This design comes from an exercise in tuning for small area, a short achievable clock period and few clock cycles on the open sky130 flow, not from production work. RTL that was checked went through simulation tests only; none was proved equivalent to the original. Power figures rest on the tool's default switching activity, not on a simulated workload.

==> module drcm_div_step, before the edit <==
module drcm_div_step #(
    parameter int K = 7
) (
    input  logic [15:0] i_den,
    input  logic [24:0] i_rem,
    input  logic [7:0]  i_quo,
    output logic [24:0] o_rem,
    output logic [7:0]  o_quo
);
    logic [16:0] top;
    logic [17:0] trial;
    assign top   = i_rem[K+17:K+1];
    assign trial = {1'b0, top} - {2'b0, i_den};
    always_comb begin
        o_rem = i_rem;
        o_quo = i_quo;
        o_quo[K] = !trial[17];
        if (!trial[17]) o_rem[K+17:K+1] = trial[16:0];
    end
endmodule
clock: 6.0 ns
lec_check: 0
abc_clock_period_in_ps: 3000
cap_margin: 20
core_margin: 2
core_utilization: 40
setup_slack_margin: 2.8
slew_margin: 20
synth_memory_max_bits: 16384
run.sh (not shown) runs the stock make flow with config.mk's settings and CLKGATE_MAP_FILE= SYNTH_SCRIPT=/design/flow/synth_recipe.tcl, a recipe that flattens the netlist after the stock synthesis.
Change:
--- a/flow/design.v
+++ b/flow/design.v
@@ -36,16 +36,40 @@
     output logic [24:0] o_rem,
     output logic [7:0]  o_quo
 );
     logic [16:0] top;
-    logic [17:0] trial;
-    assign top   = i_rem[K+17:K+1];
-    assign trial = {1'b0, top} - {2'b0, i_den};
+    logic [16:0] dd;
+    logic [16:0] dif;
+    logic [16:0] g;
+    logic [16:0] p;
+    logic [16:0] bg;
+    logic [16:0] bp;
+    assign top = i_rem[K+17:K+1];
+    assign dd  = {1'b0, i_den};
     always_comb begin
+        g = ~top & dd;
+        p = ~(top ^ dd);
+        bg = g;
+        bp = p;
+        for (int l = 0; l < 5; l++) begin
+            logic [16:0] ng;
+            logic [16:0] np;
+            ng = bg;
+            np = bp;
+            for (int i = 0; i < 17; i++) begin
+                if ((i >> l) & 1) begin
+                    ng[i] = bg[i] | (bp[i] & bg[((i >> l) << l) - 1]);
+                    np[i] = bp[i] & bp[((i >> l) << l) - 1];
+                end
+            end
+            bg = ng;
+            bp = np;
+        end
+        dif = top ^ dd ^ {bg[15:0], 1'b0};
         o_rem = i_rem;
         o_quo = i_quo;
-        o_quo[K] = !trial[17];
-        if (!trial[17]) o_rem[K+17:K+1] = trial[16:0];
+        o_quo[K] = !bg[16];
+        if (!bg[16]) o_rem[K+17:K+1] = dif;
     end
 endmodule
 module drcm_lut
 (
The changed run completed with no timing, DRC or antenna violations.
Power falls by 16%.
Synthesized cell count shrinks by 7.3%.
Cell count shrinks by 7.3%.
Wire length falls by 11%.
Sequential power shrinks by about 4%.
Area after synthesis drops by 1.8%.
Function was not checked in any run of this note: the RTL went through the layout flow alone.

========
Another version of the RTL of depth_rainbow_colormap_unit (not shown whole).
Size: roughly 2600 cells after synthesis, about 320 flip-flops, ~72 I/O pins, roughly 0.023 sq mm of cells after synthesis.
==> module drcm_add, before the edit <==
module drcm_add #(
    parameter int W = 16
) (
    input  logic [W-1:0] i_a,
    input  logic [W-1:0] i_b,
    input  logic         i_ci,
    output logic [W-1:0] o_s,
    output logic         o_co
);
    logic [W-1:0] p;
    logic [W-1:0] g;
    logic [W-1:0] cg;
    logic [W-1:0] cp;
    always_comb begin
        p = i_a ^ i_b;
        g = i_a & i_b;
        cg = g;
        cp = p;
        cg[0] = g[0] | (p[0] & i_ci);
        for (int l = 0; (1 << l) < W; l++) begin
            logic [W-1:0] ng;
            logic [W-1:0] np;
            ng = cg;
            np = cp;
            for (int i = 0; i < W; i++) begin
                if ((i >> l) & 1) begin
                    ng[i] = cg[i] | (cp[i] & cg[((i >> l) << l) - 1]);
                    np[i] = cp[i] & cp[((i >> l) << l) - 1];
                end
            end
            cg = ng;
            cp = np;
        end
        o_s  = p ^ {cg[W-2:0], i_ci};
        o_co = cg[W-1];
    end
endmodule
==> module drcm_div_step, before the edit <==
module drcm_div_step #(
    parameter int K = 7
) (
    input  logic [15:0] i_den,
    input  logic [23:0] i_rem,
    input  logic [7:0]  i_quo,
    output logic [23:0] o_rem,
    output logic [7:0]  o_quo
);
    logic [16:0] top;
    logic [16:0] dd;
    logic [16:0] dif;
    logic [16:0] g;
    logic [16:0] p;
    logic [16:0] bg;
    logic [16:0] bp;
    assign top = i_rem[K+16:K];
    assign dd  = {1'b0, i_den};
    always_comb begin
        g = ~top & dd;
        p = ~(top ^ dd);
        bg = g;
        bp = p;
        for (int l = 0; l < 5; l++) begin
            logic [16:0] ng;
            logic [16:0] np;
            ng = bg;
            np = bp;
            for (int i = 0; i < 17; i++) begin
                if ((i >> l) & 1) begin
                    ng[i] = bg[i] | (bp[i] & bg[((i >> l) << l) - 1]);
                    np[i] = bp[i] & bp[((i >> l) << l) - 1];
                end
            end
            bg = ng;
            bp = np;
        end
        dif = top ^ dd ^ {bg[15:0], 1'b0};
        o_rem = i_rem;
        o_quo = i_quo;
        o_quo[K] = !bg[16];
        if (!bg[16]) o_rem[K+16:K] = dif;
    end
endmodule
make LEC_CHECK=0 ABC_AREA=1 CAP_MARGIN=20 CORE_MARGIN=2 CORE_UTILIZATION=60 SETUP_SLACK_MARGIN=2.9 SLEW_MARGIN=20 SYNTH_MEMORY_MAX_BITS=16384 finish   # period 6.0 ns
Rerun with:
--- a/flow/design.v
+++ b/flow/design.v
@@ -33,22 +33,22 @@
     input  logic [W-1:0] i_a,
     input  logic [W-1:0] i_b,
     input  logic         i_ci,
     output logic [W-1:0] o_s,
     output logic         o_co
 );
-    logic [W-1:0] p;
+    logic [W-1:0] t;
     logic [W-1:0] g;
     logic [W-1:0] cg;
     logic [W-1:0] cp;
     always_comb begin
-        p = i_a ^ i_b;
+        t = i_a | i_b;
         g = i_a & i_b;
         cg = g;
-        cp = p;
-        cg[0] = g[0] | (p[0] & i_ci);
+        cp = t;
+        cg[0] = g[0] | (t[0] & i_ci);
         for (int l = 0; (1 << l) < W; l++) begin
             logic [W-1:0] ng;
             logic [W-1:0] np;
             ng = cg;
             np = cp;
             for (int i = 0; i < W; i++) begin
@@ -57,13 +57,13 @@
                     np[i] = cp[i] & cp[((i >> l) << l) - 1];
                 end
             end
             cg = ng;
             cp = np;
         end
-        o_s  = p ^ {cg[W-2:0], i_ci};
+        o_s  = i_a ^ (i_b ^ {cg[W-2:0], i_ci});
         o_co = cg[W-1];
     end
 endmodule
 module drcm_div_step #(
     parameter int K = 7
 ) (
@@ -73,38 +73,34 @@
     output logic [23:0] o_rem,
     output logic [7:0]  o_quo
 );
     logic [16:0] top;
     logic [16:0] dd;
     logic [16:0] dif;
-    logic [16:0] g;
-    logic [16:0] p;
     logic [16:0] bg;
-    logic [16:0] bp;
+    logic [16:0] bt;
     assign top = i_rem[K+16:K];
     assign dd  = {1'b0, i_den};
     always_comb begin
-        g = ~top & dd;
-        p = ~(top ^ dd);
-        bg = g;
-        bp = p;
+        bg = ~top & dd;
+        bt = ~top | dd;
         for (int l = 0; l < 5; l++) begin
             logic [16:0] ng;
-            logic [16:0] np;
+            logic [16:0] nt;
             ng = bg;
-            np = bp;
+            nt = bt;
             for (int i = 0; i < 17; i++) begin
                 if ((i >> l) & 1) begin
-                    ng[i] = bg[i] | (bp[i] & bg[((i >> l) << l) - 1]);
-                    np[i] = bp[i] & bp[((i >> l) << l) - 1];
+                    ng[i] = bg[i] | (bt[i] & bg[((i >> l) << l) - 1]);
+                    nt[i] = bt[i] & bt[((i >> l) << l) - 1];
                 end
             end
             bg = ng;
-            bp = np;
+            bt = nt;
         end
-        dif = top ^ dd ^ {bg[15:0], 1'b0};
+        dif = top ^ (dd ^ {bg[15:0], 1'b0});
         o_rem = i_rem;
         o_quo = i_quo;
         o_quo[K] = !bg[16];
         if (!bg[16]) o_rem[K+16:K] = dif;
     end
 endmodule
Result: The new run produced a clean layout. Cell count rose by 2.2%. Routed wire length rose by 2.8%. Clock power rose by about 6%. Design area fell by 6.1%. Sequential share of layout area rose by 2.3 points. Hold slack barely changes. Non-clock buffer count rose by 5. Via count rose by 4.0%. Clock skew hardly moves.
Testbench counts after the change, summed over its fixed seeds: cycles 16,088.
For the first run of this note, only the layout was checked, not whether the RTL still works.

==> port drivers added, routing unchanged <==
How much do the figures lean on ideal ports? The routed layouts below were timed once more, with nothing changed but the port constraints. Step 1 sets driving cells, clkbuf_16 on the clock port and buf_2 on the other inputs (assumed; they add their load-dependent delay and slew). Step 2 moves the port delays by t, midway between the first and last clock arrival at a register: inputs arrive t later, outputs are due t later. That takes back most of the time a late clock gives input paths. Slacks: ideal ports / drivers / drivers and shift; pairs: ideal ports / drivers.
| run | t (ns) | setup WS [ns] | pins driven straight from the clock port |
|---|---|---|---|
| the first run of note 1 | 0.625 | 2.741 / 2.741 / 2.213 | 1 |
| the second run of note 1 | 0.620 | 2.822 / 2.822 / 2.281 | 1 |
| the first run of note 2 | 0.601 | 2.928 / 2.910 / 2.425 | 1 |
| the second run of note 2 | 0.603 | 2.921 / 2.905 / 2.455 | 1 |
After both steps setup and hold are still met in every run listed. For the second run of note 1, which loses most, drivers alone change the setup slack by 0.000 ns; drivers and shift together by -0.541 ns.
